Background: an optimization exercise with open tools, aiming at small area, a short achievable clock period and few clock cycles per item. Do not read the settings as production practice.
At most, simulation tests tie the RTL to the original design; equivalence was not proved.
No functional check of the RTL was part of run 6.
Power and IR drop assume default switching activity.

$ cat flow/flow/run.sh
#!/bin/bash
# The standard layout (standard.sh: the ORFS flow and synthesis, unchanged) with three
# settings the flow's own config cannot express:
#  - ports buffered with a plain buffer instead of the slow delay cell buffer_ports picks;
#  - clock tree built without dummy loads, from a strong root buffer;
set -euo pipefail
export BUFFER_PORTS_ARGS="-buffer_cell sky130_fd_sc_hd__buf_2"
export CTS_ARGS="-sink_clustering_enable -repair_clock_nets -dont_use_dummy_load -root_buf sky130_fd_sc_hd__clkbuf_16 -buf_list {sky130_fd_sc_hd__clkbuf_8}"
export SETUP_SLACK_MARGIN=5.5
bash standard.sh > standard.log 2>&1
$ cat flow/standard.sh
#!/bin/bash
# synth_recipe.tcl (not shown) runs the flow's synth.tcl, then flattens the netlist and writes it again
# the make line also repeats each setting of config.mk as NAME=value (left out here)
make -C /OpenROAD-flow-scripts/flow DESIGN_CONFIG=/design/flow/config.mk WORK_HOME=/design/flow/orfs CLKGATE_MAP_FILE= SYNTH_SCRIPT=/design/flow/synth_recipe.tcl "${@:-finish}"
$ cat flow/config.mk
export PLATFORM = sky130hd
export DESIGN_NAME = noise_estimation_top
export DESIGN_NICKNAME = noise_estimation_top
export VERILOG_FILES = /design/flow/design.v
export SDC_FILE = /design/flow/constraint.sdc
export NUM_CORES = 4
export LEC_CHECK = 0
export CAP_MARGIN = 20
export CORE_MARGIN = 2
export CORE_UTILIZATION = 60
export CTS_BUF_LIST = sky130_fd_sc_hd__clkbuf_4 sky130_fd_sc_hd__clkbuf_8
export SLEW_MARGIN = 20
$ cat flow/constraint.sdc
create_clock -name core_clock -period 8.0 [get_ports {clk}]
set_input_delay 1.6000 -clock core_clock [delete_from_list [all_inputs] [get_ports {clk}]]
set_output_delay 1.6000 -clock core_clock [all_outputs]
set_load 0.01 [all_outputs]
$ cat flow/design.v
package noise_data_pkg;
	localparam int sample_w    = 8;   
	localparam int sum_w       = 14;  
	localparam int sq_sum_w    = 22;  
	localparam int var_w       = 16;  
	localparam int noise_sum_w = 20;  
	typedef struct packed {
		logic [sample_w-1:0] mean;
		logic [var_w-1:0]    variance;
		logic [3:0]          block_index;  
	} block_stat_t;
	typedef struct packed {
		logic [var_w-1:0] noise_level;
		logic [4:0]       block_count;  
	} noise_result_t;
endpackage
package noise_ctrl_pkg;
	localparam int block_samples   = 64;
	localparam int block_log2      = 6;
	localparam int addr_w          = 6;  
	localparam int max_blocks_log2 = 4;  
	typedef enum logic [1:0] {
		idle          = 2'd0,
		read_block    = 2'd1,  
		wait_for_mean = 2'd2,  
		drain         = 2'd3   
	} ctrl_state_t;
	typedef struct packed {
		logic                                bank;
		logic [7:0]                          mean;
		logic [max_blocks_log2-1:0]          block_index;
		logic                                last;  
	} variance_job_t;
endpackage
module noise_estimation_top (
	input  logic        clk,
	input  logic        rst_n,
	input  logic        start_of_frame,
	input  logic [2:0]  blocks_log2,
	input  logic        sample_valid,
	input  logic [7:0]  sample_data,
	output logic        sample_ready,
	output logic        block_stat_valid,
	output logic [27:0] block_stat,    
	output logic        noise_valid,
	output logic [20:0] noise_result   
);
	assign sample_ready = 1'b1;
	logic       v0;       
	logic [7:0] x0;       
	always_ff @(posedge clk or negedge rst_n) begin
		if (!rst_n) v0 <= 1'b0;
		else        v0 <= sample_valid;
	end
	always_ff @(posedge clk)
		x0 <= sample_valid ? sample_data : 8'd0;
	logic [5:0]  cnt;       
	logic        sof_q;     
	logic        blk_last;  
	logic        clr;
	logic [13:0] s_acc;     
	logic [13:0] s_next;
	logic [19:0] qs, qc;    
	logic [19:0] qs_g, qc_g;
	logic [19:0] qs_n, qc_n;
	assign blk_last = v0 && (&cnt);
	assign clr      = blk_last || sof_q;
	always_ff @(posedge clk or negedge rst_n) begin
		if (!rst_n) begin
			cnt   <= '0;
			sof_q <= 1'b0;
		end else begin
			sof_q <= start_of_frame;
			if (v0) cnt <= cnt + 1'b1;
		end
	end
	assign qs_g   = qs;
	assign qc_g   = qc;
	assign s_next = s_acc + {6'd0, x0};
	logic cs0;
	logic cs1;
	logic cs2;
	logic cs3;
	logic cs4;
	logic cs5;
	logic cs6;
	logic cs7;
	logic cs8;
	logic cs9;
	logic cs10;
	logic cs11;
	logic cs12;
	logic cs13;
	logic cs14;
	logic cs15;
	logic cs16;
	logic cs17;
	logic cs18;
	logic cs19;
	logic cs20;
	logic cs21;
	logic cs22;
	logic cs23;
	logic cs24;
	logic cs25;
	logic cs26;
	logic cs27;
	logic cs28;
	logic cs29;
	logic cs30;
	logic cs31;
	logic cs32;
	logic cs33;
	logic cs34;
	logic cs35;
	logic cs36;
	logic cs37;
	logic cs38;
	logic cs39;
	logic cs40;
	logic cs41;
	logic cs42;
	logic cs43;
	logic cs44;
	logic cs45;
	logic cs46;
	logic cs47;
	logic cs48;
	logic cs49;
	logic cs50;
	logic cs51;
	logic cs52;
	logic cs53;
	logic cs54;
	logic cs55;
	logic cs56;
	logic cs57;
	logic cs58;
	logic cs59;
	logic cs60;
	logic cs61;
	logic cs62;
	logic cs63;
	logic cs64;
	logic cs65;
	logic cs66;
	logic cs67;
	logic cs68;
	logic cs69;
	logic cs70;
	logic cs71;
	logic cs72;
	logic cs73;
	logic cs74;
	logic cs75;
	logic cs76;
	logic cs77;
	logic cs78;
	logic cs79;
	logic cs80;
	logic cs81;
	logic cs82;
	logic cs83;
	logic cs84;
	logic cs85;
	logic cs86;
	logic cs87;
	logic cs88;
	logic cs89;
	logic cs90;
	logic cs91;
	logic cs92;
	logic cs93;
	assign cs0 = qs_g[5] ^ qc_g[5];
	assign cs1 = qs_g[5] & qc_g[5];
	assign {cs3, cs2} = {1'b0, qs_g[6]} + {1'b0, qc_g[6]} + {1'b0, (x0[0] & x0[5])};
	assign {cs5, cs4} = {1'b0, qs_g[7]} + {1'b0, qc_g[7]} + {1'b0, (x0[0] & x0[6])};
	assign cs6 = (x0[1] & x0[5]) ^ (x0[2] & x0[4]);
	assign cs7 = (x0[1] & x0[5]) & (x0[2] & x0[4]);
	assign {cs9, cs8} = {1'b0, qs_g[8]} + {1'b0, qc_g[8]} + {1'b0, (x0[0] & x0[7])};
	assign {cs11, cs10} = {1'b0, (x0[1] & x0[6])} + {1'b0, (x0[2] & x0[5])} + {1'b0, (x0[4] & ~x0[3])};
	assign {cs13, cs12} = {1'b0, qs_g[9]} + {1'b0, qc_g[9]} + {1'b0, (x0[1] & x0[7])};
	assign {cs15, cs14} = {1'b0, (x0[2] & x0[6])} + {1'b0, (x0[3] & x0[5])} + {1'b0, (x0[4] & x0[3])};
	assign {cs17, cs16} = {1'b0, qs_g[10]} + {1'b0, qc_g[10]} + {1'b0, (x0[2] & x0[7])};
	assign cs18 = (x0[3] & x0[6]) ^ (x0[5] & ~x0[4]);
	assign cs19 = (x0[3] & x0[6]) & (x0[5] & ~x0[4]);
	assign {cs21, cs20} = {1'b0, qs_g[11]} + {1'b0, qc_g[11]} + {1'b0, (x0[3] & x0[7])};
	assign cs22 = (x0[4] & x0[6]) ^ (x0[5] & x0[4]);
	assign cs23 = (x0[4] & x0[6]) & (x0[5] & x0[4]);
	assign {cs25, cs24} = {1'b0, qs_g[12]} + {1'b0, qc_g[12]} + {1'b0, (x0[4] & x0[7])};
	assign cs26 = qs_g[13] ^ qc_g[13];
	assign cs27 = qs_g[13] & qc_g[13];
	assign cs28 = qs_g[3] ^ qc_g[3];
	assign cs29 = qs_g[3] & qc_g[3];
	assign {cs31, cs30} = {1'b0, qs_g[4]} + {1'b0, qc_g[4]} + {1'b0, (x0[0] & x0[3])};
	assign {cs33, cs32} = {1'b0, cs0} + {1'b0, (x0[0] & x0[4])} + {1'b0, (x0[1] & x0[3])};
	assign {cs35, cs34} = {1'b0, cs1} + {1'b0, cs2} + {1'b0, (x0[1] & x0[4])};
	assign {cs37, cs36} = {1'b0, cs3} + {1'b0, cs4} + {1'b0, cs6};
	assign {cs39, cs38} = {1'b0, cs5} + {1'b0, cs7} + {1'b0, cs8};
	assign {cs41, cs40} = {1'b0, cs9} + {1'b0, cs11} + {1'b0, cs12};
	assign {cs43, cs42} = {1'b0, cs13} + {1'b0, cs15} + {1'b0, cs16};
	assign {cs45, cs44} = {1'b0, cs17} + {1'b0, cs19} + {1'b0, cs20};
	assign {cs47, cs46} = {1'b0, cs21} + {1'b0, cs23} + {1'b0, cs24};
	assign {cs49, cs48} = {1'b0, cs25} + {1'b0, cs26} + {1'b0, (x0[5] & x0[7])};
	assign {cs51, cs50} = {1'b0, cs27} + {1'b0, qs_g[14]} + {1'b0, qc_g[14]};
	assign cs52 = qs_g[15] ^ qc_g[15];
	assign cs53 = qs_g[15] & qc_g[15];
	assign cs54 = qs_g[0] ^ qc_g[0];
	assign cs55 = qs_g[0] & qc_g[0];
	assign cs56 = qs_g[1] ^ qc_g[1];
	assign cs57 = qs_g[1] & qc_g[1];
	assign {cs59, cs58} = {1'b0, qs_g[2]} + {1'b0, qc_g[2]} + {1'b0, (x0[1] & ~x0[0])};
	assign {cs61, cs60} = {1'b0, cs28} + {1'b0, (x0[0] & x0[2])} + {1'b0, (x0[1] & x0[0])};
	assign {cs63, cs62} = {1'b0, cs29} + {1'b0, cs30} + {1'b0, (x0[2] & ~x0[1])};
	assign {cs65, cs64} = {1'b0, cs31} + {1'b0, cs32} + {1'b0, (x0[2] & x0[1])};
	assign {cs67, cs66} = {1'b0, cs33} + {1'b0, cs34} + {1'b0, (x0[3] & ~x0[2])};
	assign {cs69, cs68} = {1'b0, cs35} + {1'b0, cs36} + {1'b0, (x0[3] & x0[2])};
	assign {cs71, cs70} = {1'b0, cs37} + {1'b0, cs38} + {1'b0, cs10};
	assign {cs73, cs72} = {1'b0, cs39} + {1'b0, cs40} + {1'b0, cs14};
	assign {cs75, cs74} = {1'b0, cs41} + {1'b0, cs42} + {1'b0, cs18};
	assign {cs77, cs76} = {1'b0, cs43} + {1'b0, cs44} + {1'b0, cs22};
	assign {cs79, cs78} = {1'b0, cs45} + {1'b0, cs46} + {1'b0, (x0[6] & ~x0[5])};
	assign {cs81, cs80} = {1'b0, cs47} + {1'b0, cs48} + {1'b0, (x0[6] & x0[5])};
	assign {cs83, cs82} = {1'b0, cs49} + {1'b0, cs50} + {1'b0, (x0[7] & ~x0[6])};
	assign {cs85, cs84} = {1'b0, cs51} + {1'b0, cs52} + {1'b0, (x0[7] & x0[6])};
	assign {cs87, cs86} = {1'b0, cs53} + {1'b0, qs_g[16]} + {1'b0, qc_g[16]};
	assign cs88 = qs_g[17] ^ qc_g[17];
	assign cs89 = qs_g[17] & qc_g[17];
	assign cs90 = qs_g[18] ^ qc_g[18];
	assign cs91 = qs_g[18] & qc_g[18];
	assign cs92 = qs_g[19] ^ qc_g[19];
	assign cs93 = qs_g[19] & qc_g[19];
	assign qs_n = {cs91, cs89, cs87, cs85, cs83, cs81, cs79, cs77, cs75, cs73, cs71, cs69, cs67, cs65, cs63, cs61, cs59, cs57, cs55, cs54};
	assign qc_n = {cs92, cs90, cs88, cs86, cs84, cs82, cs80, cs78, cs76, cs74, cs72, cs70, cs68, cs66, cs64, cs62, cs60, cs58, cs56, x0[0]};
	always_ff @(posedge clk) begin
		s_acc <= clr ? 14'd0 : s_next;
		qs    <= clr ? 20'd0 : qs_n;
		qc    <= clr ? 20'd0 : qc_n;
	end
	logic [7:0]  mean_q;
	logic [5:0]  rem_q;     
	logic [4:0]  ph;
	logic        ic;        
	logic        pin;       
	logic        cin;
	logic        rbits, mbits;
	logic [6:0]  ms;        
	logic [7:0]  mc;        
	logic [7:0]  mpp, mu, mw;
	logic        prod;      
	logic        c1, c2;    
	logic        t1, d;     
	logic        dfill;
	logic [19:0] dq;        
	logic [19:0] cq;        
	logic        bv;        
	logic [2:0]  mi;
	logic        prod_q;
	logic        pin_q;
	assign rbits = (ph >= 5'd2) && (ph <= 5'd5);
	assign mbits = (ph >= 5'd6) && (ph <= 5'd13);
	assign mi    = ph[2:0] + 3'd2;
	assign cin   = (ph == 5'd6) ? rem_q[1] : ic;
	assign pin   = blk_last ? s_next[0] : ((rbits & rem_q[1]) | (mbits & (mean_q[mi] ^ cin)));
	assign mpp = pin_q ? mean_q : 8'd0;
	always_comb begin
		for (int i = 0; i < 8; i++)
			{mw[i], mu[i]} = {1'b0, (i < 7) ? ms[i] : 1'b0} + {1'b0, mc[i]} + {1'b0, mpp[i]};
	end
	assign prod = mu[0];
	logic        c1n, c2n;
	assign {c1n, t1} = {1'b0, dq[0]} + {1'b0, cq[0]} + {1'b0, c1};
	assign {c2n, d}  = {1'b0, t1} + {1'b0, ~prod_q} + {1'b0, c2};
	assign dfill = d & (ph >= 5'd2) & (ph <= 5'd21);  
	always_ff @(posedge clk or negedge rst_n) begin
		if (!rst_n) begin
			ph     <= 5'd31;
			bv     <= 1'b0;
			prod_q <= 1'b0;
			ms     <= '0;
			mc     <= '0;
		end else begin
			prod_q <= prod;
			ms     <= mu[7:1];
			mc     <= mw;
			bv <= (ph == 5'd21);
			if (blk_last)          ph <= 5'd2;
			else if (ph != 5'd31)  ph <= ph + 1'b1;
		end
	end
	always_ff @(posedge clk) begin
		if (blk_last)
			mean_q <= s_next[13:6];
		rem_q <= ({6{blk_last}} & s_next[5:0]) | {1'b0, rem_q[5:1]};
		ic <= mbits & mean_q[mi] & cin;
		pin_q <= pin;
		dq <= ({20{blk_last}} & qs_n) | {dfill, dq[19:1]};
		cq <= ({20{blk_last}} & qc_n) | {1'b0, cq[19:1]};
		if (blk_last) begin
			c1 <= 1'b0;
			c2 <= 1'b1;
		end else begin
			c1 <= c1n;
			c2 <= c2n;
		end
	end
	logic [3:0]  idx;
	logic [4:0]  bc;        
	logic        last;
	logic        nv;
	logic [17:0] nsum;
	logic        nact;
	logic        nstart, nend;
	logic        ncy;
	logic        abit, nbit;
	logic [1:0]  nadd;
	assign last = bc[0] | (bc[1] & idx[0]) | (bc[2] & (&idx[1:0]))
	            | (bc[3] & (&idx[2:0])) | (bc[4] & (&idx));
	assign nstart = |(bc & {ph == 5'd8,  ph == 5'd7,  ph == 5'd6,  ph == 5'd5,  ph == 5'd4});
	assign nend   = |(bc & {ph == 5'd25, ph == 5'd24, ph == 5'd23, ph == 5'd22, ph == 5'd21});
	assign abit   = d & (ph >= 5'd8) & (ph <= 5'd21);
	assign nbit   = nsum[0] & (idx != 4'd0);
	assign nadd   = {1'b0, abit} + {1'b0, nbit} + {1'b0, ncy};
	always_ff @(posedge clk or negedge rst_n) begin
		if (!rst_n) begin
			idx  <= '0;
			nv   <= 1'b0;
			nact <= 1'b0;
		end else begin
			nv <= nact && nend && last;
			if (nstart)            nact <= 1'b1;
			else if (nend)         nact <= 1'b0;
			if (start_of_frame)    idx  <= '0;
			else if (nact && nend && !last)
			                       idx  <= idx + 1'b1;  
		end
	end
	always_ff @(posedge clk) begin
		if (start_of_frame)
			bc <= 5'd1 << blocks_log2;
		if (blk_last)
			ncy <= 1'b0;
		else if (nstart || nact) begin
			ncy  <= nadd[1];
			nsum <= {nadd[0], nsum[17:1]};
		end
	end
	assign block_stat_valid = bv;
	assign block_stat       = {mean_q, 2'b00, dq[19:6], idx};
	assign noise_valid      = nv;
	assign noise_result     = {2'b00, nsum[17:4], bc};
endmodule
==> results of run 1 <==
==> layer usage <==
metal	track usage	vias up	wire length (um)
li1	-	2286	-
met1	0.262	2304	5940
met2	0.352	85	6910
met3	0.0541	16	490
met4	0.0603	0	178
met5	0	-	0
==> repair_timing <==
item                       4_1_cts  5_1_grt
setup endpoints to repair       57       85
cloned                           0        1
buffers inserted                24       14
gates resized for setup          7       13
pin swaps                        0        1
==> power groups by stage <==
stage / clock network (mW) / registers, mW / logic, mW
5_1_grt: 0.518 / 1.29 / 0.704
2_1_floorplan: 0 / 1.22 / 0.521
3_5_place_dp: 0 / 1.28 / 0.571
6_report: 0.460 / 1.26 / 0.626
4_1_cts: 0.480 / 1.26 / 0.606
3_3_place_gp: 0 / 1.27 / 0.557
==> cells in the mapped netlist (all sizes together) (13+ instances only) <==
master,number,area [um2]
nor2,52,195
and2,49,307
nand2,33,124
o21bai,28,210
a21o,20,150
inv,49,184
edfxtp,31,931
dfrtp,31,776
ha,33,413
xnor2,13,114
buf,43,300
fa,46,921
dfxtp,112,2240
==> worst paths after layout <==
check | start | endpoint | slack [ns] | cells after the start
max | nsum[9] | noise_result[10] | 5.43 | 1
min | cq[8] | cq[7] | 0.38 | 1
max reg2reg | c1 | nsum[17] | 5.60 | 6
min reg2reg | cq[8] | cq[7] | 0.38 | 1
max in group asynchronous | rst_n | bv | 6.12 | 1
min in group asynchronous | rst_n | ms[4] | 1.33 | 1
==> flip-flops by register name (all words and copies together) (netlist names), 6 cells and up <==
signal and cells:
s_acc 14, dq 20, cnt 6, qs 20, nsum 18, mc 8, mean_q 8, x0 8
ms 7, qc 20, cq 20
==> kinds of logic after synthesis <==
kind of cell	synth area share
xor+xnor	0.0210
fa+ha+maj	0.169
compound gates	0.0810
other cells	0.000950
flops	0.516
mux	0.0226
simple gates	0.123
buf+inv	0.0665
==> cells in the final DEF (no fill, tap or decap), drive strengths merged, types with 2 or more instances in the layout <==
master  synthesis  routed
dfxtp         112     112
buf            43     102
nor2           52      53
and2           49      49
inv            49      49
fa             46      46
nand2          33      33
ha             33      33
edfxtp         31      31
dfrtp          31      31
o21bai         28      28
a21o           20      20
clkbuf         11      17
xnor2          13      13
a21oi          12      12
mux2i          11      11
nand2b          9       9
o21ai           8       8
nor3b           6       6
xor2            6       6
or3             6       6
nand3           6       6
nor3            5       5
conb            2       5
dfstp           5       5
nand4           5       5
and3            4       4
nor2b           4       4
a22o            3       3
o211ai          2       2
o21a            2       2
mux4            2       2
a21boi          2       2
==> stage by stage <==
stage | hold WS [ns] | cell area (um2) | util
global placement | 0.386 | 8120 | 0.638
CTS | 0.384 | 8560 | 0.673
finish | 0.379 | 8690 | 0.683
detailed placement | 0.390 | 8120 | 0.638
global route | 0.393 | 8690 | 0.683
floorplan | 0.382 | 7920 | -
==> cell type report <==
class,instances,area (um2)
Inverter,49,186
Multi-Input combinational cell,390,3330
Timing Repair Buffer,102,617
Clock buffer,17,245
Tap cell,172,215
Sequential cell,179,4100
Fill cell,988,4030
==> out/qor.csv, run 1 <==
stage,metric,value,unit
status,status,timing/DRC/antenna clean,
detailed_routing,Iter 0 DRT Violations,229,
detailed_routing,antenna-violating nets left,0,
pwr,register share of total power,0.537,
layout,area delta synth->final,9.91,%
die,total die area,0.0141,mm2
layout,final std cells w/o fill,909,
detailed_routing,Vias per Instance,5.16,
placement,Placer Congestion,0.774,
global_route,initial antenna violation count,0,
cts,Worst-path clk slew,0.08,ns
worst_setup_path,Setup crit end kind,output pin,
die,# IOs,67,
die,Placeable Area,0.0127,mm2
timing,minimum clock period,2.57,ns
timing,fmax,389,MHz
worst_hold_path,Hold Path Class,reg2reg,
pwr,Max rail drop VDD,0.000162,V
logic_synthesis,mean cell area of the mapped netlist,11.8,um2
worst_setup_path,CP max-delay cell,edfxtp_1,
logic_synthesis,Main synth FF type,dfxtp_1,
cts,clock tree buffer depth,2,
global_route,vias in the first global route,4863,
detailed_routing,DR pass1 iterations,4,
global_route,first-pass GRT wire length,22900,um
cts,CTS sink cnt,179,
logic_synthesis,fraction of registers with async set/reset,0.201,
pwr,power consumption,2.35,mW
global_route,"Remaining Overflow, GRT",0,
worst_setup_path,Crit Path Class,reg2out,
detailed_routing,DRC,0,
worst_setup_path,worst path bufs/invs,1,
global_route,pin count of the biggest net entering global routing,39,
timing,Relative slew margins,0.432,
logic_synthesis,"FF+latch count, synth",179,
timing,TNS Setup,0,ns
timing,Final setup viols,0,
die,Die X,119,um
cts,CTS tree,done,
timing,worst-margin pin slew,0.852,ns
layout,n_diodes,0,
logic_synthesis,"EDFF count, synth",31,
pwr,Sw Ratio,0.298,
cts,clock latency at the later pin of the worst-skew pair,0.38,ns
detailed_routing,wire per inst,14.9,um
timing,max-slew violations,0,
placement,dpl cells,853,
timing,period utilization,0.322,
die,Rows,41,
pwr,PD cells,270,mW/mm2
pwr,static leakage,3.90,nW
cts,CTS Buf Count,17,
timing,Clock Skew,0.0282,ns
layout,share of cells above drive strength 1,0.210,
timing,worst setup margin,5.43,ns
die,Die Ht,119,um
placement,Post-Place Worst Slack,5.09,ns
worst_setup_path,largest stage delay on the critical path,0.43,ns
worst_setup_path,Crit path required time,6.40,ns
worst_setup_path,crit path max fanout,2,
timing,final hold viol count,0,
detailed_routing,DRT Wirelength,13500,um
placement,post-DP HPWL,9300,um
pwr,clock network fraction of total power,0.196,
logic_synthesis,synth warn,1,
logic_synthesis,"Seq/Total Area, Yosys",0.516,
cts,H-tree depth,4,
worst_setup_path,CP Cell Sequence,buf_2,
timing,unrepaired setup endpoints after global routing,yes,
worst_setup_path,crit-path leading delay family,flip-flops,
worst_setup_path,crit path DAT,0.97,ns
global_route,GRT Overall Usage,0.207,
cts,Root Buffer Master,clkbuf_16,
logic_synthesis,cell count after synthesis,668,
cts,cts hold-fix bufs,0,
detailed_routing,via count,4691,
pwr,P_sw,0.700,mW
placement,IO buf count,61,
pwr,combinational cell fraction of total power,0.267,
die,Initial Util,0.622,
pwr,Int Pwr,1.65,mW
logic_synthesis,Cell variety after synth,58,
flow_run,max cap viols,0,
worst_setup_path,startpoint types,register,
logic_synthesis,mapped cell area,0.00791,mm2
layout,Final #Nets,833,
Testbench counts, summed over its fixed seeds: cycles 38,461, samples 36,864.
==> run 2: changes to the inputs <==
--- a/flow/flow/run.sh
+++ b/flow/flow/run.sh
@@ -8,3 +8,3 @@
 export CTS_ARGS="-sink_clustering_enable -repair_clock_nets -dont_use_dummy_load -root_buf sky130_fd_sc_hd__clkbuf_16 -buf_list {sky130_fd_sc_hd__clkbuf_8}"
-export SETUP_SLACK_MARGIN=5.5
+export SETUP_SLACK_MARGIN=5.6
 bash standard.sh > standard.log 2>&1
==> out/qor.csv, run 2 <==
stage,metric,value,unit,change
status,status,timing/DRC/antenna clean,,
timing,fmax,395,MHz,+1.5%
timing,Relative slew margins,0.435,,+0.00340
detailed_routing,DRT Wirelength,14000,um,+3.8%
cts,Worst-path clk slew,0.07,ns,about the same
timing,final hold viol count,0,,unchanged
logic_synthesis,"top cells by count, synth","dfxtp_1 (112), nor2_1 (52), and2_1 (49)",,
worst_setup_path,Setup crit end kind,output pin,,
die,Die Ht,119,um,unchanged
logic_synthesis,mean cell area of the mapped netlist,11.8,um2,unchanged
logic_synthesis,top-count cell post-synth,dfxtp_1,,
timing,minimum clock period,2.53,ns,-0.0389 ns
die,Rows,41,,unchanged
pwr,static leakage,4.01,nW,+2.7%
timing,unrepaired setup endpoints after global routing,yes,,
global_route,initial antenna violation count,0,,unchanged
worst_setup_path,crit path max fanout,2,,unchanged
placement,dpl cells,851,,-0.23%
pwr,Int Pwr,1.71,mW,+4.0%
layout,"leading cell type in the layout, fill and taps excluded",dfxtp_1,,
global_route,pin count of the biggest net entering global routing,39,,unchanged
worst_hold_path,worst min-delay path endpoint,cq[7],,
detailed_routing,Iter 0 DRT Violations,208,,-9.2%
placement,IO buf count,61,,unchanged
logic_synthesis,"EDFF count, synth",31,,unchanged
logic_synthesis,mapped cell area,0.00791,mm2,unchanged
cts,Root Buffer Master,clkbuf_16,,
logic_synthesis,Synth Area in Adders,0.169,,unchanged
logic_synthesis,Cell variety after synth,58,,unchanged
logic_synthesis,largest family of logic cells by synthesized area,adder cells,,
detailed_routing,antenna-violating nets left,0,,unchanged
pwr,PD cells,273,mW/mm2,+0.94%
global_route,grt met3 use,0.0463,,-0.00772
timing,worst-margin pin slew,0.847,ns,-0.00511 ns
timing,max-slew violations,0,,unchanged
pwr,Sw Ratio,0.298,,-0.000705
logic_synthesis,mux cell area share after synthesis,0.0226,,unchanged
layout,area delta synth->final,13.2,%,
worst_hold_path,Hold Path Depth,1,,unchanged
logic_synthesis,XOR/XNOR Fraction of Synth Area,0.0210,,unchanged
global_route,"Remaining Overflow, GRT",0,,unchanged
layout,final std cells w/o fill,921,,+1.3%
worst_setup_path,CP Cell Sequence,buf_2,,
worst_setup_path,worst-case reg-to-reg path depth,9,,+3
worst_setup_path,crit-path leading delay family,flip-flops,,
global_route,vias in the first global route,4949,,+1.8%
pwr,clock network fraction of total power,0.189,,-0.007
worst_setup_path,startpoint types,register,,
logic_synthesis,Synth top area share,0.284,,unchanged
layout,"commonest non-fill, non-tap cells in the layout","dfxtp_1 (89), buf_4 (50), nor2_1 (49)",,
cts,CTS Buf Count,17,,unchanged
layout,Final Util,0.703,,+0.0203
global_route,GRT busiest layer,met2,,
worst_setup_path,Worst R2R Setup Slack,5.65,ns,+0.05 ns
logic_synthesis,Synth Area in Simple Gates,0.123,,unchanged
logic_synthesis,cell count after synthesis,668,,unchanged
global_route,grt met2 use,0.370,,+0.0180
detailed_routing,DR pass1 iterations,5,,+1
worst_setup_path,Crit Path Class,reg2out,,
die,Die X,119,um,unchanged
worst_setup_path,worst r2r src,idx[1],,
cts,clock latency at the later pin of the worst-skew pair,0.37,ns,about the same
timing,Final setup viols,0,,unchanged
global_route,GRT Overall Usage,0.213,,+0.00532
layout,share of cells above drive strength 1,0.250,,+0.0394
worst_hold_path,hold wc startpoint,cq[8],,
pwr,register share of total power,0.522,,-0.015
logic_synthesis,synth warn,1,,unchanged
logic_synthesis,Yosys top cell by area,dfxtp_1,,
detailed_routing,DRC,0,,unchanged
cts,cts hold-fix bufs,0,,unchanged
logic_synthesis,Main synth FF type,dfxtp_1,,
timing,Hold Slack,0.407,ns,+0.0274 ns
timing,Clock Skew,0.0225,ns,-0.00569 ns
die,total die area,0.0141,mm2,unchanged
worst_setup_path,reg2reg end,idx[3],,
logic_synthesis,fraction of registers with async set/reset,0.201,,unchanged
worst_setup_path,CP max-delay cell,edfxtp_1,,
die,# IOs,67,,unchanged
worst_hold_path,Hold Path Class,reg2reg,,
logic_synthesis,Compound-Gate Fraction of Synth Area,0.0810,,unchanged
worst_setup_path,worst path bufs/invs,1,,unchanged
logic_synthesis,"FF+latch count, synth",179,,unchanged
detailed_routing,via count,4777,,+1.8%
global_route,met1 usage,0.266,,+0.00377
worst_setup_path,Crit path required time,6.40,ns,about the same
global_route,first-pass GRT wire length,23700,um,+3.5%
detailed_routing,Vias per Instance,5.19,,+0.51%
cts,CTS tree,done,,
logic_synthesis,"Seq/Total Area, Yosys",0.516,,unchanged
cts,CTS sink cnt,179,,unchanged
cts,H-tree depth,4,,unchanged
die,Placeable Area,0.0127,mm2,unchanged
pwr,power consumption,2.44,mW,+3.9%
detailed_routing,wire per inst,15.2,um,+2.5%
logic_synthesis,"top cells by area, synth","dfxtp_1 (28%), edfxtp_1 (12%), fa_1 (12%), dfrtp_1 (9.8%), ha_1 (5.2%)",,
timing,TNS Setup,0,ns,unchanged
cts,clock tree buffer depth,2,,unchanged
timing,period utilization,0.317,,-0.00487
pwr,Max rail drop VDD,0.000209,V,+29%
placement,post-DP HPWL,9370,um,+0.71%
pwr,P_sw,0.726,mW,+3.7%
layout,Final #Nets,845,,+1.4%
pwr,combinational cell fraction of total power,0.289,,+0.022
worst_setup_path,crit path DAT,0.93,ns,-0.04 ns
worst_setup_path,largest stage delay on the critical path,0.41,ns,-0.02 ns
flow_run,max cap viols,0,,unchanged
placement,Placer Congestion,0.792,,+2.3%
die,Initial Util,0.622,,unchanged
layout,n_diodes,0,,unchanged
layout,fill count,951,,-3.7%
-- run 2: stage by stage --
stage / area (um2) / worst slack [ns]
finish: 8950 / 5.47
global route: 8950 / 5.42
CTS: 8720 / 5.44
detailed placement: 8110 / 5.08
global placement: 8110 / 5.20
floorplan: 7920 / 5.67
-- run 2: kinds of logic after synthesis --
logic type / Yosys count
compound gates: 87
xor+xnor: 19
fa+ha+maj: 79
mux: 14
flops: 179
simple gates: 185
other cells: 2
buf+inv: 103
-- run 2: area by class of cell --
cell class / count / area, um2 / area share
flip-flops and latches: 179 / 4130 / 0.461
multi-input cells: 390 / 3370 / 0.377
repair buffers: 114 / 805 / 0.0899
clock buffers: 17 / 245 / 0.0274
well taps: 172 / 215 / 0.0240
inverters: 49 / 186 / 0.0208
-- run 2: power groups by stage --
stage	clock [mW]	sequential, mW	combinational [mW]
after global routing	0.512	1.30	0.784
after CTS	0.478	1.27	0.670
after detailed placement	0	1.28	0.567
after floorplan	0	1.22	0.522
final	0.460	1.27	0.705
after global placement	0	1.27	0.553
-- run 2: worst max path at each step --
stage / from / to / slack [ns] / cells after the start
floorplan: x0[0] / cq[6] / 5.67 / 7
global placement: cnt[0] / s_acc[10] / 5.20 / 8
detailed placement: cnt[0] / s_acc[10] / 5.08 / 8
CTS: nsum[7] / noise_result[8] / 5.44 / 1
global route: nsum[7] / noise_result[8] / 5.42 / 1
finish: nsum[7] / noise_result[8] / 5.47 / 1
-- run 2: timing repair --
item / in CTS / in global routing
setup endpoints to repair: 110 / 114
setup buffers: 30 / 22
pin swaps: 1 / 7
gates cloned: 0 / 1
gates resized for setup: 40 / 21
-- run 2: routing by layer --
layer / part of all wire / vias to the layer above
li1: - / 2311
met1: 0.44 / 2379
met2: 0.53 / 79
met3: 0.031 / 8
met4: 0.0079 / 0
met5: 0 / -
==> run 3: changes to the inputs <==
--- a/flow/flow/run.sh
+++ b/flow/flow/run.sh
@@ -6,5 +6,5 @@
 set -euo pipefail
-export BUFFER_PORTS_ARGS="-buffer_cell sky130_fd_sc_hd__buf_2"
+export BUFFER_PORTS_ARGS="-buffer_cell sky130_fd_sc_hd__buf_1"
 export CTS_ARGS="-sink_clustering_enable -repair_clock_nets -dont_use_dummy_load -root_buf sky130_fd_sc_hd__clkbuf_16 -buf_list {sky130_fd_sc_hd__clkbuf_8}"
-export SETUP_SLACK_MARGIN=5.6
+export SETUP_SLACK_MARGIN=5.3
 bash standard.sh > standard.log 2>&1
==> out/qor.csv, run 3 <==
stage,metric,value,unit,change
worst_setup_path,worst path bufs/invs,1,,unchanged
worst_setup_path,reg2reg end,nsum[17],,
global_route,pin count of the biggest net entering global routing,39,,unchanged
placement,post-DP HPWL,9300,um,-0.68%
cts,CTS Buf Count,17,,unchanged
layout,"commonest non-fill, non-tap cells in the layout","dfxtp_1 (111), buf_1 (60), nor2_1 (51)",,
die,Initial Util,0.622,,unchanged
logic_synthesis,cell count after synthesis,668,,unchanged
detailed_routing,via count,4477,,-6.3%
worst_setup_path,Setup crit end kind,output pin,,
detailed_routing,wire per inst,15.1,um,-0.87%
detailed_routing,DR pass1 iterations,4,,-1
pwr,register share of total power,0.556,,+0.034
worst_setup_path,Crit. Startpoint,bc[4],,
layout,fin area,0.00829,mm2,-7.3%
layout,final std cells w/o fill,869,,-5.6%
worst_setup_path,largest stage delay on the critical path,0.47,ns,+0.06 ns
worst_setup_path,Crit path required time,6.40,ns,about the same
global_route,initial antenna violation count,0,,unchanged
logic_synthesis,mapped cell area,0.00791,mm2,unchanged
worst_hold_path,Hold Path Class,reg2reg,,
worst_setup_path,Worst R2R Setup Slack,5.49,ns,-0.16 ns
timing,Final setup viols,0,,unchanged
die,Die Ht,119,um,unchanged
cts,CTS tree,done,,
worst_setup_path,startpoint types,register,,
global_route,GRT Overall Usage,0.206,,-0.00634
detailed_routing,DR WL met2,6450,um,-13%
layout,Final #Nets,793,,-6.2%
placement,IO buf count,61,,unchanged
worst_setup_path,worst-case reg-to-reg path depth,7,,-2
logic_synthesis,top-count cell post-synth,dfxtp_1,,
logic_synthesis,synth warn,1,,unchanged
logic_synthesis,fraction of registers with async set/reset,0.201,,unchanged
die,total die area,0.0141,mm2,unchanged
logic_synthesis,Synth top area share,0.284,,unchanged
logic_synthesis,"top cells by count, synth","dfxtp_1 (112), nor2_1 (52), and2_1 (49)",,
cts,H-tree depth,4,,unchanged
pwr,Max rail drop VDD,0.000171,V,-18%
cts,CTS sink cnt,179,,unchanged
layout,area delta synth->final,4.89,%,
timing,period utilization,0.325,,+0.00796
pwr,P_sw,0.698,mW,-3.9%
timing,Clock Skew,0.0140,ns,-0.00853 ns
timing,TNS Setup,0,ns,unchanged
detailed_routing,met3 routed WL,408,um,-7.5%
cts,Worst-path clk slew,0.07,ns,about the same
global_route,first-pass GRT wire length,22900,um,-3.2%
timing,minimum clock period,2.60,ns,+0.0637 ns
layout,n_diodes,0,,unchanged
logic_synthesis,"FF+latch count, synth",179,,unchanged
worst_setup_path,crit-path leading delay family,flip-flops,,
placement,Placer Congestion,0.762,,-3.7%
logic_synthesis,"top cells by area, synth","dfxtp_1 (28%), edfxtp_1 (12%), fa_1 (12%), dfrtp_1 (9.8%), ha_1 (5.2%)",,
timing,final hold viol count,0,,unchanged
logic_synthesis,Main synth FF type,dfxtp_1,,
cts,clock latency at the later pin of the worst-skew pair,0.37,ns,about the same
detailed_routing,met1 WL,6180,um,+1.1%
layout,fill count,1045,,+9.9%
detailed_routing,Iter 0 DRT Violations,171,,-18%
worst_setup_path,worst r2r src,ph[1],,
worst_setup_path,Worst path depth,1,,unchanged
worst_setup_path,crit path max fanout,4,,+2
detailed_routing,highest metal used,met4,,
detailed_routing,DRT Wirelength,13100,um,-6.5%
global_route,"Remaining Overflow, GRT",0,,unchanged
die,Placeable Area,0.0127,mm2,unchanged
die,Die X,119,um,unchanged
cts,Root Buffer Master,clkbuf_16,,
die,# IOs,67,,unchanged
pwr,clock network fraction of total power,0.204,,+0.015
global_route,vias in the first global route,4696,,-5.1%
status,status,timing/DRC/antenna clean,,
cts,# Post-CTS Setup Buffers,0,,-100%
placement,Post-DP Area,0.00804,mm2,-0.86%
placement,dpl cells,852,,+0.12%
logic_synthesis,"Seq/Total Area, Yosys",0.516,,unchanged
layout,"leading cell type in the layout, fill and taps excluded",dfxtp_1,,
detailed_routing,antenna-violating nets left,0,,unchanged
pwr,PD cells,274,mW/mm2,+0.67%
worst_setup_path,crit path DAT,1.00,ns,+0.07 ns
flow_run,max cap viols,0,,unchanged
logic_synthesis,"EDFF count, synth",31,,unchanged
cts,clock tree buffer depth,2,,unchanged
layout,share of cells above drive strength 1,0.0617,,-0.188
detailed_routing,DRC,0,,unchanged
worst_setup_path,crit path capture,noise_result[4],,
logic_synthesis,mean cell area of the mapped netlist,11.8,um2,unchanged
logic_synthesis,Cell variety after synth,58,,unchanged
timing,fmax,385,MHz,-2.5%
worst_setup_path,CP Cell Sequence,buf_1,,
timing,unrepaired setup endpoints after global routing,no,,
pwr,Sw Ratio,0.307,,+0.00900
pwr,static leakage,3.52,nW,-12%
worst_setup_path,Crit Path Class,reg2out,,
logic_synthesis,Yosys top cell by area,dfxtp_1,,
timing,max-slew violations,0,,unchanged
die,Rows,41,,unchanged
pwr,combinational cell fraction of total power,0.240,,-0.049
worst_setup_path,CP max-delay cell,edfxtp_1,,
detailed_routing,Vias per Instance,5.15,,-0.67%
timing,worst-margin pin slew,0.927,ns,+0.0797 ns
timing,Relative slew margins,0.382,,-0.0531
pwr,Int Pwr,1.58,mW,-7.9%
==> run 3: power by group through the flow <==
stage          Clock, mW  Sequential (mW)  Combinational, mW
2_1_floorplan          0             1.22              0.521
3_3_place_gp           0             1.28              0.535
3_5_place_dp           0             1.28              0.552
4_1_cts            0.481             1.27              0.555
5_1_grt            0.519             1.30              0.616
6_report           0.465             1.26              0.546
==> run 3: worst min-delay path by stage <==
stage	from	to	slack [ns]	depth (start not counted)
CTS	cq[1]	cq[0]	0.41	1
floorplan	cq[1]	cq[0]	0.38	1
global placement	cq[3]	cq[2]	0.39	1
detailed placement	cq[8]	cq[7]	0.39	1
global route	dq[2]	dq[1]	0.42	1
finish	cq[1]	cq[0]	0.41	1
==> run 3: per-stage QoR <==
stage               total power, mW  hold WS (ns)  setup slack [ns]   util
finish                         2.28         0.406              5.40  0.652
global route                   2.43         0.420              5.34  0.652
CTS                            2.30         0.409              5.32  0.651
detailed placement             1.83         0.393              5.05  0.632
global placement               1.81         0.388              5.18  0.632
floorplan                      1.74         0.382              5.52      -
==> run 3: cell type report <==
type	instances	area [um2]	area share
Timing Repair Buffer	63	245	0.0296
Tap cell	172	215	0.0259
Clock buffer	17	245	0.0296
Sequential cell	179	4080	0.492
Inverter	49	184	0.0222
Multi-Input combinational cell	389	3320	0.401
==> run 3: what timing repair did <==
item | in CTS | in global routing
setup endpoints to repair | 20 | 21
hold buffers | 0 | 0
gates resized for setup | 1 | 2
==> run 3: metal layers <==
layer / GRT usage / vias up
met5: 0 / -
li1: - / 2204
met2: 0.337 / 67
met3: 0.0487 / 6
met4: 0.0565 / 0
met1: 0.277 / 2200
==> run 3: cell families after synthesis <==
kind of cell / count (synthesis) / synth area share
other cells: 2 / 0.000950
simple gates: 185 / 0.123
buf+inv: 103 / 0.0665
flops: 179 / 0.516
mux: 14 / 0.0226
fa+ha+maj: 79 / 0.169
compound gates: 87 / 0.0810
xor+xnor: 19 / 0.0210
==> run 4: changes to the inputs <==
--- a/flow/design.v
+++ b/flow/design.v
@@ -276,3 +276,3 @@
 		if (!rst_n) begin
-			ph     <= 5'd31;
+			ph     <= 5'd0;
 			bv     <= 1'b0;
@@ -287,3 +287,3 @@
 			if (blk_last)          ph <= 5'd2;
-			else if (ph != 5'd31)  ph <= ph + 1'b1;
+			else if (ph != 5'd0)   ph <= ph + 1'b1;
 		end
==> out/qor.csv, run 4 <==
stage,metric,value,unit,change
global_route,initial antenna violation count,0,,unchanged
worst_setup_path,Worst R2R Setup Slack,5.53,ns,+0.04 ns
detailed_routing,DRT Wirelength,13100,um,about the same
placement,IO buf count,61,,unchanged
layout,n_diodes,0,,unchanged
worst_setup_path,largest stage delay on the critical path,0.46,ns,about the same
logic_synthesis,fraction of registers with async set/reset,0.201,,unchanged
logic_synthesis,top-count cell post-synth,dfxtp_1,,
die,total die area,0.0140,mm2,-0.99%
global_route,vias in the first global route,4723,,+0.57%
pwr,static leakage,3.49,nW,-0.68%
timing,max-slew violations,0,,unchanged
layout,fill count,1023,,-2.1%
timing,worst-margin pin slew,0.905,ns,-0.0215 ns
layout,Final #Nets,787,,-0.76%
layout,share of cells above drive strength 1,0.0434,,-0.0183
die,Die Ht,118,um,-0.50%
detailed_routing,Vias per Instance,5.20,,+0.98%
global_route,"Remaining Overflow, GRT",0,,unchanged
pwr,Sw Ratio,0.304,,-0.00278
cts,post-CTS resize count,4,,+3
layout,area delta synth->final,5.37,%,
timing,Relative slew margins,0.397,,+0.0144
worst_setup_path,Crit path required time,6.40,ns,about the same
cts,# Post-CTS Setup Buffers,0,,unchanged
placement,Placer Congestion,0.821,,+7.7%
pwr,register share of total power,0.556,,about the same
timing,Final setup viols,0,,unchanged
logic_synthesis,"EDFF count, synth",31,,unchanged
detailed_routing,via count,4495,,+0.40%
global_route,first-pass GRT wire length,23200,um,+1.2%
cts,CTS sink cnt,179,,unchanged
cts,cts hold-fix bufs,0,,unchanged
worst_hold_path,Hold Path Class,reg2reg,,
timing,period utilization,0.323,,-0.00157
logic_synthesis,synth warn,1,,unchanged
cts,CTS Buf Count,17,,unchanged
pwr,combinational cell fraction of total power,0.241,,about the same
detailed_routing,DR pass1 iterations,4,,unchanged
timing,fmax,387,MHz,+0.48%
die,Initial Util,0.618,,-0.00390
worst_setup_path,CP Cell Sequence,buf_1,,
placement,Post-DP Area,0.00798,mm2,-0.72%
pwr,Max rail drop VDD,0.000187,V,+9.2%
timing,minimum clock period,2.58,ns,-0.0125 ns
timing,Clock Skew,0.0284,ns,+0.0144 ns
logic_synthesis,"Seq/Total Area, Yosys",0.521,,+0.00456
detailed_routing,wire per inst,15.2,um,+0.49%
logic_synthesis,mapped cell area,0.00783,mm2,-1.0%
detailed_routing,antenna-violating nets left,0,,unchanged
cts,clock tree buffer depth,2,,unchanged
logic_synthesis,"top cells by count, synth","dfxtp_1 (112), and2_1 (56), nor2_1 (52)",,
layout,fin area,0.00825,mm2,-0.57%
logic_synthesis,mean cell area of the mapped netlist,11.9,um2,+0.32%
cts,H-tree depth,4,,unchanged
detailed_routing,DRC,0,,unchanged
worst_setup_path,Crit Path Class,reg2out,,
pwr,P_sw,0.690,mW,-1.1%
die,Die X,118,um,-0.50%
detailed_routing,Iter 0 DRT Violations,243,,+42%
die,Placeable Area,0.0127,mm2,-0.40%
timing,TNS Setup,0,ns,unchanged
pwr,clock network fraction of total power,0.202,,-0.002
global_route,pin count of the biggest net entering global routing,37,,-5.1%
timing,unrepaired setup endpoints after global routing,no,,
worst_setup_path,Setup crit end kind,output pin,,
worst_setup_path,crit-path leading delay family,flip-flops,,
cts,Worst-path clk slew,0.09,ns,+0.02 ns
placement,post-DP HPWL,9420,um,+1.2%
layout,Final Util,0.651,,-0.00111
flow_run,max cap viols,0,,unchanged
timing,final hold viol count,0,,unchanged
worst_setup_path,worst path bufs/invs,1,,unchanged
layout,"leading cell type in the layout, fill and taps excluded",dfxtp_1,,
worst_setup_path,CP max-delay cell,edfxtp_1,,
logic_synthesis,"top cells by area, synth","dfxtp_1 (29%), edfxtp_1 (12%), fa_1 (12%), dfrtp_1 (12%), ha_1 (5.1%)",,
worst_setup_path,startpoint types,register,,
pwr,Int Pwr,1.58,mW,+0.17%
logic_synthesis,"FF+latch count, synth",179,,unchanged
logic_synthesis,cell count after synthesis,659,,-1.3%
layout,"commonest non-fill, non-tap cells in the layout","dfxtp_1 (111), buf_1 (60), and2_1 (56)",,
die,# IOs,67,,unchanged
cts,CTS tree,done,,
logic_synthesis,Cell variety after synth,54,,-6.9%
status,status,timing/DRC/antenna clean,,
logic_synthesis,Main synth FF type,dfxtp_1,,
cts,clock latency at the later pin of the worst-skew pair,0.38,ns,about the same
logic_synthesis,Yosys top cell by area,dfxtp_1,,
die,Rows,41,,unchanged
cts,Root Buffer Master,clkbuf_16,,
pwr,PD cells,275,mW/mm2,+0.35%
worst_setup_path,crit path DAT,0.98,ns,-0.02 ns
logic_synthesis,Synth top area share,0.286,,+0.00295
worst_setup_path,crit path max fanout,4,,unchanged
global_route,GRT Overall Usage,0.211,,+0.00512
## run 4: final cells by class
type,instances,area (um2),area share
clock buffer,17,245,0.0297
inverter,48,185,0.0225
multi-input combinational,385,3280,0.398
sequential,179,4080,0.494
tap,172,215,0.0261
timing repair buffer,63,245,0.0297
## run 4: cell families after synthesis
group	synth area share
other cells	0.000960
buf+inv	0.0636
xor+xnor	0.0235
flops	0.521
fa+ha+maj	0.169
mux	0.0187
compound gates	0.0811
simple gates	0.123
## run 4: per-stage QoR
step / std cells / worst slack [ns] / hold slack (ns) / power (mW)
6_report: 864 / 5.42 / 0.381 / 2.27
5_1_grt: 864 / 5.36 / 0.394 / 2.44
4_1_cts: 864 / 5.37 / 0.386 / 2.31
3_3_place_gp: 847 / 4.73 / 0.384 / 1.81
3_5_place_dp: 847 / 4.89 / 0.388 / 1.83
2_1_floorplan: 662 / 5.56 / 0.382 / 1.75
## run 4: per-layer routing
layer	wire length [um]	GRT usage
met2	6630	0.356
met5	0	0
met1	5790	0.273
met3	545	0.0555
met4	144	0.0550
## run 4: worst paths after layout
kind,from,end,depth (start not counted)
max,bc[4],noise_result[4],1
min,dq[4],dq[3],1
max reg2reg,x0[5],cq[6],6
min reg2reg,dq[4],dq[3],1
max in group asynchronous,rst_n,idx[2],1
min in group asynchronous,rst_n,ms[4],1
## run 4: power groups by stage
stage	Combinational [mW]	Sequential, mW	Clock [mW]
floorplan	0.521	1.23	0
global placement	0.535	1.28	0
detailed placement	0.552	1.28	0
CTS	0.559	1.27	0.479
global route	0.632	1.29	0.518
finish	0.548	1.26	0.459
Testbench counts of run 4, summed over its fixed seeds: cycles 38,461, samples 36,864.
==> run 5: changes to the inputs <==
--- a/flow/design.v
+++ b/flow/design.v
@@ -257,2 +257,3 @@
 	logic [2:0]  mi;
+	logic [7:0]  mrot;
 	logic        prod_q;
@@ -261,5 +262,6 @@
 	assign mbits = (ph >= 5'd6) && (ph <= 5'd13);
-	assign mi    = ph[2:0] + 3'd2;
+	assign mi    = ph[2:0];
 	assign cin   = (ph == 5'd6) ? rem_q[1] : ic;
-	assign pin   = blk_last ? s_next[0] : ((rbits & rem_q[1]) | (mbits & (mean_q[mi] ^ cin)));
+	assign mrot  = {mean_q[1:0], mean_q[7:2]};  
+	assign pin   = blk_last ? s_next[0] : ((rbits & rem_q[1]) | (mbits & (mrot[mi] ^ cin)));
 	assign mpp = pin_q ? mean_q : 8'd0;
@@ -294,3 +296,3 @@
 		rem_q <= ({6{blk_last}} & s_next[5:0]) | {1'b0, rem_q[5:1]};
-		ic <= mbits & mean_q[mi] & cin;
+		ic <= mbits & mrot[mi] & cin;
 		pin_q <= pin;
==> out/qor.csv, run 5 <==
stage,metric,value,unit,change
layout,share of cells above drive strength 1,0.0480,,+0.00461
timing,max-slew violations,0,,unchanged
placement,IO buf count,61,,unchanged
pwr,static leakage,3.42,nW,-1.9%
detailed_routing,Iter 0 DRT Violations,226,,-7.0%
placement,dpl cells,842,,-0.59%
detailed_routing,antenna-violating nets left,0,,unchanged
flow_run,max cap viols,0,,unchanged
worst_setup_path,CP max-delay cell,edfxtp_1,,
global_route,pin count of the biggest net entering global routing,37,,unchanged
worst_setup_path,crit path DAT,0.98,ns,about the same
worst_hold_path,Hold Path Depth,1,,unchanged
detailed_routing,highest metal used,met4,,
detailed_routing,DR WL met2,6390,um,-3.7%
pwr,PD cells,273,mW/mm2,-0.68%
layout,final std cells w/o fill,860,,-0.46%
worst_setup_path,startpoint types,register,,
global_route,first-pass GRT wire length,22900,um,-1.1%
cts,CTS Buf Count,17,,unchanged
global_route,GRT Overall Usage,0.208,,-0.00346
worst_hold_path,worst min-delay path endpoint,cq[2],,
detailed_routing,wire per inst,15.2,um,+0.37%
logic_synthesis,mean cell area of the mapped netlist,11.9,um2,+0.19%
logic_synthesis,"EDFF count, synth",31,,unchanged
worst_setup_path,Setup crit end kind,output pin,,
status,status,timing/DRC/antenna clean,,
worst_setup_path,Crit Path Class,reg2out,,
worst_setup_path,crit-path leading delay family,flip-flops,,
timing,minimum clock period,2.58,ns,-0.00867 ns
cts,CTS sink cnt,179,,unchanged
timing,Final setup viols,0,,unchanged
worst_setup_path,Worst R2R Setup Slack,5.50,ns,-0.03 ns
layout,n_diodes,0,,unchanged
logic_synthesis,top-count cell post-synth,dfxtp_1,,
die,Initial Util,0.615,,-0.00257
cts,# Post-CTS Setup Buffers,0,,unchanged
logic_synthesis,"Seq/Total Area, Yosys",0.523,,+0.00217
detailed_routing,met3 routed WL,443,um,-19%
global_route,"Remaining Overflow, GRT",0,,unchanged
layout,Final #Nets,779,,-1.0%
logic_synthesis,"FF+latch count, synth",179,,unchanged
logic_synthesis,Yosys top cell by area,dfxtp_1,,
logic_synthesis,fraction of registers with async set/reset,0.201,,unchanged
layout,fill count,998,,-2.4%
logic_synthesis,Cell variety after synth,57,,+5.6%
worst_hold_path,hold wc startpoint,cq[3],,
timing,worst-margin pin slew,0.895,ns,-0.00997 ns
logic_synthesis,Synth top area share,0.288,,+0.00120
die,Placeable Area,0.0127,mm2,unchanged
die,total die area,0.0139,mm2,-0.41%
timing,fmax,388,MHz,+0.34%
timing,final hold viol count,0,,unchanged
worst_setup_path,worst path bufs/invs,1,,unchanged
cts,cts hold-fix bufs,0,,unchanged
worst_setup_path,CP Cell Sequence,buf_1,,
die,Die X,118,um,-0.20%
die,Rows,41,,unchanged
layout,"leading cell type in the layout, fill and taps excluded",dfxtp_1,,
timing,Clock Skew,0.0248,ns,-0.00361 ns
cts,CTS tree,done,,
cts,Root Buffer Master,clkbuf_16,,
pwr,Max rail drop VDD,0.000142,V,-24%
timing,unrepaired setup endpoints after global routing,no,,
logic_synthesis,mapped cell area,0.00779,mm2,-0.42%
worst_setup_path,worst-case reg-to-reg path depth,6,,unchanged
detailed_routing,DR pass1 iterations,4,,unchanged
worst_hold_path,Hold Path Class,reg2reg,,
die,Die Ht,118,um,-0.20%
global_route,vias in the first global route,4697,,-0.55%
worst_setup_path,reg2reg end,cq[9],,
cts,Worst-path clk slew,0.08,ns,about the same
timing,Relative slew margins,0.403,,+0.00665
cts,clock latency at the later pin of the worst-skew pair,0.37,ns,about the same
cts,clock tree buffer depth,2,,unchanged
global_route,initial antenna violation count,0,,unchanged
detailed_routing,Vias per Instance,5.27,,+1.3%
detailed_routing,via count,4532,,+0.82%
timing,period utilization,0.322,,-0.00108
logic_synthesis,cell count after synthesis,655,,-0.61%
worst_setup_path,worst r2r src,x0[7],,
placement,Placer Congestion,0.844,,+2.8%
detailed_routing,met1 WL,6090,um,+5.2%
logic_synthesis,Main synth FF type,dfxtp_1,,
layout,area delta synth->final,5.17,%,
logic_synthesis,"top cells by count, synth","dfxtp_1 (112), and2_1 (51), nor2_1 (49)",,
die,# IOs,67,,unchanged
worst_setup_path,Crit path required time,6.40,ns,about the same
detailed_routing,DRT Wirelength,13100,um,about the same
timing,TNS Setup,0,ns,unchanged
layout,"commonest non-fill, non-tap cells in the layout","dfxtp_1 (112), buf_1 (60), and2_1 (51)",,
placement,post-DP HPWL,9390,um,-0.34%
worst_setup_path,largest stage delay on the critical path,0.46,ns,about the same
detailed_routing,DRC,0,,unchanged
worst_setup_path,crit path max fanout,4,,unchanged
logic_synthesis,synth warn,1,,unchanged
logic_synthesis,"top cells by area, synth","dfxtp_1 (29%), edfxtp_1 (12%), fa_1 (12%), dfrtp_1 (12%), ha_1 (4.5%)",,
pwr,power consumption,2.24,mW,-1.3%
cts,H-tree depth,4,,unchanged
-- run 5: stage by stage --
| stage | area [um2] | hold slack (ns) | setup WS, ns | util |
|---|---|---|---|---|
| finish | 8200 | 0.397 | 5.42 | 0.647 |
| global route | 8200 | 0.398 | 5.36 | 0.647 |
| detailed placement | 7940 | 0.389 | 4.96 | 0.626 |
| CTS | 8190 | 0.391 | 5.40 | 0.646 |
| global placement | 7940 | 0.388 | 5.06 | 0.626 |
| floorplan | 7800 | 0.382 | 5.67 | - |
-- run 5: timing repair --
action | in CTS | in global routing
pin swaps | 0 | 1
endpoints found under the setup margin | 22 | 1
gates cloned | 0 | 1
resized for setup | 2 | 0
-- run 5: worst max-delay path by stage --
stage / endpoint / slack, ns / start / cells past startpoint
after detailed placement: s_acc[8] / 4.96 / cnt[0] / 8
after global routing: noise_result[1] / 5.36 / bc[1] / 1
final: noise_result[1] / 5.42 / bc[1] / 1
after global placement: s_acc[8] / 5.06 / cnt[0] / 8
after floorplan: cq[6] / 5.67 / x0[0] / 8
after CTS: noise_result[1] / 5.40 / bc[1] / 1
-- run 5: worst register-to-register path, stage by stage (launching register included) --
cell and delay (ns):
dfxtp_1 0.58, and2_1 0.21, fa_1 0.42, inv_1 0.09
fa_1 0.44, fa_1 0.54, o21bai_1 0.08
-- run 5: cell type report --
cell class	count	area, um2	area share
clock buffer	17	245	0.0299
inverter	48	180	0.0220
tap	172	215	0.0263
sequential	179	4070	0.497
timing repair buffer	63	245	0.0299
multi-input combinational	381	3240	0.395
-- run 5: per-layer routing --
metal,GRT usage,vias up
li1,-,2177
met1,0.279,2262
met2,0.335,80
met3,0.0523,13
met4,0.0670,0
met5,0,-
-- run 5: logic make-up after synthesis --
kind of cell,after synthesis,share of synthesized area
AOI/OAI and AO/OA,94,0.0883
xor gates and xnor gates,21,0.0236
adders and majority gates,74,0.163
buffers and inverters,99,0.0652
DFF,179,0.523
muxes,10,0.0178
other,2,0.000964
and+or+nand+nor,176,0.118
-- run 5: power breakdown --
group,switching (mW),internal (mW)
registers,0.133,1.13
clock network,0.259,0.201
logic,0.287,0.232
total,0.679,1.56
Testbench counts of run 5, summed over its fixed seeds: cycles 38,461, samples 36,864.
==> run 6: changes to the inputs <==
--- a/flow/design.v
+++ b/flow/design.v
@@ -48,8 +48,3 @@
 	assign sample_ready = 1'b1;
-	logic       v0;       
 	logic [7:0] x0;       
-	always_ff @(posedge clk or negedge rst_n) begin
-		if (!rst_n) v0 <= 1'b0;
-		else        v0 <= sample_valid;
-	end
 	always_ff @(posedge clk)
@@ -65,3 +60,2 @@
 	logic [19:0] qs_n, qc_n;
-	assign blk_last = v0 && (&cnt);
 	assign clr      = blk_last || sof_q;
@@ -69,7 +63,9 @@
 		if (!rst_n) begin
-			cnt   <= '0;
-			sof_q <= 1'b0;
+			cnt      <= '0;
+			sof_q    <= 1'b0;
+			blk_last <= 1'b0;
 		end else begin
-			sof_q <= start_of_frame;
-			if (v0) cnt <= cnt + 1'b1;
+			sof_q    <= start_of_frame;
+			blk_last <= sample_valid && (&cnt);
+			if (sample_valid) cnt <= cnt + 1'b1;
 		end
@@ -257,3 +253,2 @@
 	logic [2:0]  mi;
-	logic [7:0]  mrot;
 	logic        prod_q;
@@ -262,6 +257,5 @@
 	assign mbits = (ph >= 5'd6) && (ph <= 5'd13);
-	assign mi    = ph[2:0];
+	assign mi    = ph[2:0] + 3'd2;
 	assign cin   = (ph == 5'd6) ? rem_q[1] : ic;
-	assign mrot  = {mean_q[1:0], mean_q[7:2]};  
-	assign pin   = blk_last ? s_next[0] : ((rbits & rem_q[1]) | (mbits & (mrot[mi] ^ cin)));
+	assign pin   = blk_last ? s_next[0] : ((rbits & rem_q[1]) | (mbits & (mean_q[mi] ^ cin)));
 	assign mpp = pin_q ? mean_q : 8'd0;
@@ -278,3 +272,3 @@
 		if (!rst_n) begin
-			ph     <= 5'd0;
+			ph     <= 5'd31;
 			bv     <= 1'b0;
@@ -289,3 +283,3 @@
 			if (blk_last)          ph <= 5'd2;
-			else if (ph != 5'd0)   ph <= ph + 1'b1;
+			else if (ph != 5'd31)  ph <= ph + 1'b1;
 		end
@@ -296,3 +290,3 @@
 		rem_q <= ({6{blk_last}} & s_next[5:0]) | {1'b0, rem_q[5:1]};
-		ic <= mbits & mrot[mi] & cin;
+		ic <= mbits & mean_q[mi] & cin;
 		pin_q <= pin;
==> out/qor.csv, run 6 <==
stage,metric,value,unit,change
status,status,timing/DRC/antenna clean,,
timing,max-slew violations,0,,unchanged
die,Die X,120,um,+1.3%
logic_synthesis,synth warn,1,,unchanged
worst_hold_path,Hold Path Class,reg2reg,,
layout,fill count,1082,,+8.4%
detailed_routing,Iter 0 DRT Violations,216,,-4.4%
logic_synthesis,Main synth FF type,dfxtp_1,,
detailed_routing,wire per inst,14.4,um,-5.2%
die,total die area,0.0143,mm2,+2.7%
layout,share of cells above drive strength 1,0.0544,,+0.00643
timing,Relative slew margins,0.380,,-0.0233
worst_setup_path,crit path max fanout,4,,unchanged
timing,period utilization,0.325,,+0.00292
cts,CTS Buf Count,17,,unchanged
global_route,initial antenna violation count,0,,unchanged
cts,CTS sink cnt,179,,unchanged
worst_setup_path,Crit path required time,6.40,ns,about the same
logic_synthesis,mean cell area of the mapped netlist,11.6,um2,-2.1%
worst_setup_path,Worst path depth,1,,unchanged
timing,final hold viol count,0,,unchanged
logic_synthesis,"Seq/Total Area, Yosys",0.509,,-0.0134
worst_hold_path,Hold Path Depth,1,,unchanged
global_route,"Remaining Overflow, GRT",0,,unchanged
logic_synthesis,"EDFF count, synth",31,,unchanged
pwr,P_sw,0.693,mW,+2.1%
timing,minimum clock period,2.60,ns,+0.0234 ns
cts,Root Buffer Master,clkbuf_16,,
worst_setup_path,largest stage delay on the critical path,0.46,ns,about the same
logic_synthesis,fraction of registers with async set/reset,0.201,,unchanged
detailed_routing,DRT Wirelength,12900,um,-1.5%
logic_synthesis,Synth top area share,0.280,,-0.00782
die,# IOs,67,,unchanged
logic_synthesis,"top cells by count, synth","dfxtp_1 (112), inv_1 (72), and2_1 (57)",,
detailed_routing,Vias per Instance,5.14,,-2.4%
layout,area of the multi-input gates,0.00334,mm2,+3.1%
logic_synthesis,top-count cell post-synth,dfxtp_1,,
pwr,static leakage,3.95,nW,+15%
layout,"leading cell type in the layout, fill and taps excluded",dfxtp_1,,
placement,Placer Congestion,0.793,,-6.1%
worst_setup_path,worst-case reg-to-reg path depth,7,,+1
logic_synthesis,Compound-Gate Fraction of Synth Area,0.0809,,-0.00740
logic_synthesis,largest family of logic cells by synthesized area,adder cells,,
pwr,Sw Ratio,0.303,,about the same
pwr,clock network fraction of total power,0.202,,-0.003
flow_run,max cap viols,0,,unchanged
detailed_routing,antenna-violating nets left,0,,unchanged
die,Die Ht,120,um,+1.3%
logic_synthesis,Yosys top cell by area,dfxtp_1,,
die,Initial Util,0.610,,-0.00528
timing,TNS Setup,0,ns,unchanged
global_route,first-pass GRT wire length,23000,um,+0.24%
global_route,vias in the first global route,4770,,+1.6%
logic_synthesis,mapped cell area,0.00801,mm2,+2.8%
pwr,Max rail drop VDD,0.000133,V,-6.5%
logic_synthesis,Cell variety after synth,61,,+7.0%
worst_setup_path,CP Cell Sequence,buf_1,,
placement,post-DP HPWL,9090,um,-3.1%
die,Placeable Area,0.0131,mm2,+3.7%
worst_setup_path,crit path DAT,1.00,ns,+0.02 ns
worst_setup_path,worst path bufs/invs,1,,unchanged
cts,cts hold-fix bufs,0,,unchanged
detailed_routing,via count,4592,,+1.3%
placement,Post-DP Area,0.00815,mm2,+2.7%
worst_setup_path,CP max-delay cell,edfxtp_1,,
cts,# Post-CTS Setup Buffers,0,,unchanged
timing,worst-margin pin slew,0.930,ns,+0.0349 ns
logic_synthesis,cell count after synthesis,688,,+5.0%
pwr,PD cells,272,mW/mm2,-0.33%
worst_setup_path,Setup crit end kind,output pin,,
layout,register area,0.00408,mm2,+0.22%
logic_synthesis,Synth Area in Simple Gates,0.117,,-0.000873
cts,clock latency at the later pin of the worst-skew pair,0.37,ns,about the same
worst_setup_path,Crit Path Class,reg2out,,
die,Rows,42,,+2.4%
layout,Final #Nets,813,,+4.4%
worst_setup_path,startpoint types,register,,
timing,unrepaired setup endpoints after global routing,no,,
layout,fin area,0.00840,mm2,+2.5%
logic_synthesis,"top cells by area, synth","dfxtp_1 (28%), edfxtp_1 (12%), fa_1 (11%), dfrtp_1 (9.7%), ha_1 (5.2%)",,
timing,Final setup viols,0,,unchanged
pwr,Int Pwr,1.60,mW,+2.2%
logic_synthesis,mux cell area share after synthesis,0.0245,,+0.00670
logic_synthesis,XOR/XNOR Fraction of Synth Area,0.0241,,+0.000452
timing,Clock Skew,0.0258,ns,+0.00103 ns
cts,Worst-path clk slew,0.09,ns,about the same
timing,fmax,385,MHz,-0.90%
layout,"commonest non-fill, non-tap cells in the layout","dfxtp_1 (111), inv_1 (72), buf_1 (60)",,
global_route,pin count of the biggest net entering global routing,72,,+95%
cts,clock tree buffer depth,2,,unchanged
global_route,GRT Overall Usage,0.205,,-0.00333
pwr,combinational cell fraction of total power,0.242,,+0.011
worst_setup_path,crit-path leading delay family,flip-flops,,
logic_synthesis,Synth Area in Adders,0.166,,+0.00338
logic_synthesis,"FF+latch count, synth",179,,unchanged
layout,area delta synth->final,4.87,%,
placement,IO buf count,61,,unchanged
cts,H-tree depth,4,,unchanged
detailed_routing,DRC,0,,unchanged
pwr,register share of total power,0.556,,-0.007
layout,n_diodes,0,,unchanged
detailed_routing,DR pass1 iterations,7,,+3
cts,CTS tree,done,,
run 6: changes by cell type after synthesis, moves of 6 or more:
cell / delta
nor2_1: -6
inv_1: +25
a21o_1: +28
and2_1: +6
nand2_1: -6
o21bai_1: -28
run 6: metal layers:
metal,wire length [um],GRT usage
met4,87,0.0596
met2,6180,0.328
met5,0,0
met3,440,0.0504
met1,6200,0.280
run 6: cell type report:
type,count,area share
well taps,176,0.0262
repair buffers,63,0.0292
flip-flops and latches,179,0.486
multi-input cells,386,0.397
clock buffers,17,0.0292
inverters,72,0.0322
run 6: cells by family after synthesis:
| kind of cell | Yosys count |
|---|---|
| simple gates | 174 |
| other cells | 2 |
| xor+xnor | 22 |
| buf+inv | 126 |
| compound gates | 91 |
| fa+ha+maj | 79 |
| flops | 179 |
| mux | 15 |
run 6: power groups by stage:
| stage | Sequential [mW] | Combinational [mW] | Clock, mW |
|---|---|---|---|
| after CTS | 1.28 | 0.565 | 0.486 |
| after floorplan | 1.23 | 0.543 | 0 |
| after detailed placement | 1.29 | 0.564 | 0 |
| after global routing | 1.30 | 0.636 | 0.520 |
| after global placement | 1.29 | 0.548 | 0 |
| final | 1.27 | 0.554 | 0.463 |
run 6: stage by stage:
stage	std cells	power [mW]	hold slack [ns]	setup WS, ns	util
global placement	876	1.84	0.387	5.53	0.620
finish	893	2.29	0.396	5.40	0.640
CTS	893	2.33	0.398	5.37	0.639
detailed placement	876	1.86	0.389	5.46	0.620
global route	893	2.46	0.417	5.33	0.640
floorplan	691	1.78	0.382	5.45	-
run 6: final timing paths:
kind,start,end,slack (ns)
hold reg to reg,cq[4],cq[3],0.40
hold / removal,cq[4],cq[3],0.40
setup / recovery,bc[1],noise_result[1],5.40
min in group asynchronous,rst_n,ms[3],1.36
max in group asynchronous,rst_n,blk_last,6.01
setup reg to reg,x0[1],cq[9],5.52
run 6: worst register-to-register path: stages (launching register included):
cell     delay (ns)
dfxtp_1        0.55
and2_1         0.20
fa_1           0.41
inv_1          0.08
fa_1           0.43
fa_1           0.52
inv_1          0.04
a21o_1         0.14
run 6: timing repair:
item / 4_1_cts / 5_1_grt
endpoints found under the setup margin: 0 / 2
gates resized for setup: 0 / 1
endpoints found under the hold margin: 0 / 0

-- static timing again, ports no longer ideal --
The results above use ideal ports. As a check the final layouts listed here were re-extracted and re-timed, cells and wires unchanged.
Step 1: set_driving_cell puts a clkbuf_16 on clk and a buf_2 on each other input, an assumption about the parent block.
Step 2 also shifts input and output timing later by t, the mid clock arrival at the registers, as if the neighbouring blocks saw the same clock.
Three values: no drivers, after step 1, after step 2; two values: the first two.
run	shift t [ns]	slack for setup (ns)	worst setup path after step 2	worst register clock-pin slew, ns	pins driven straight from the clock port
run 1	0.408	5.428 / 5.386 / 5.601	register to register	0.08 / 0.08	1
run 2	0.402	5.467 / 5.423 / 5.646	register to register	0.09 / 0.09	1
run 3	0.404	5.403 / 5.361 / 5.495	register to register	0.08 / 0.08	1
run 4	0.407	5.415 / 5.374 / 5.535	register to register	0.09 / 0.09	1
run 5	0.404	5.424 / 5.380 / 5.496	register to register	0.09 / 0.09	1
run 6	0.403	5.401 / 5.359 / 5.479	input to register	0.09 / 0.09	1
After both steps every run listed still meets setup and hold.
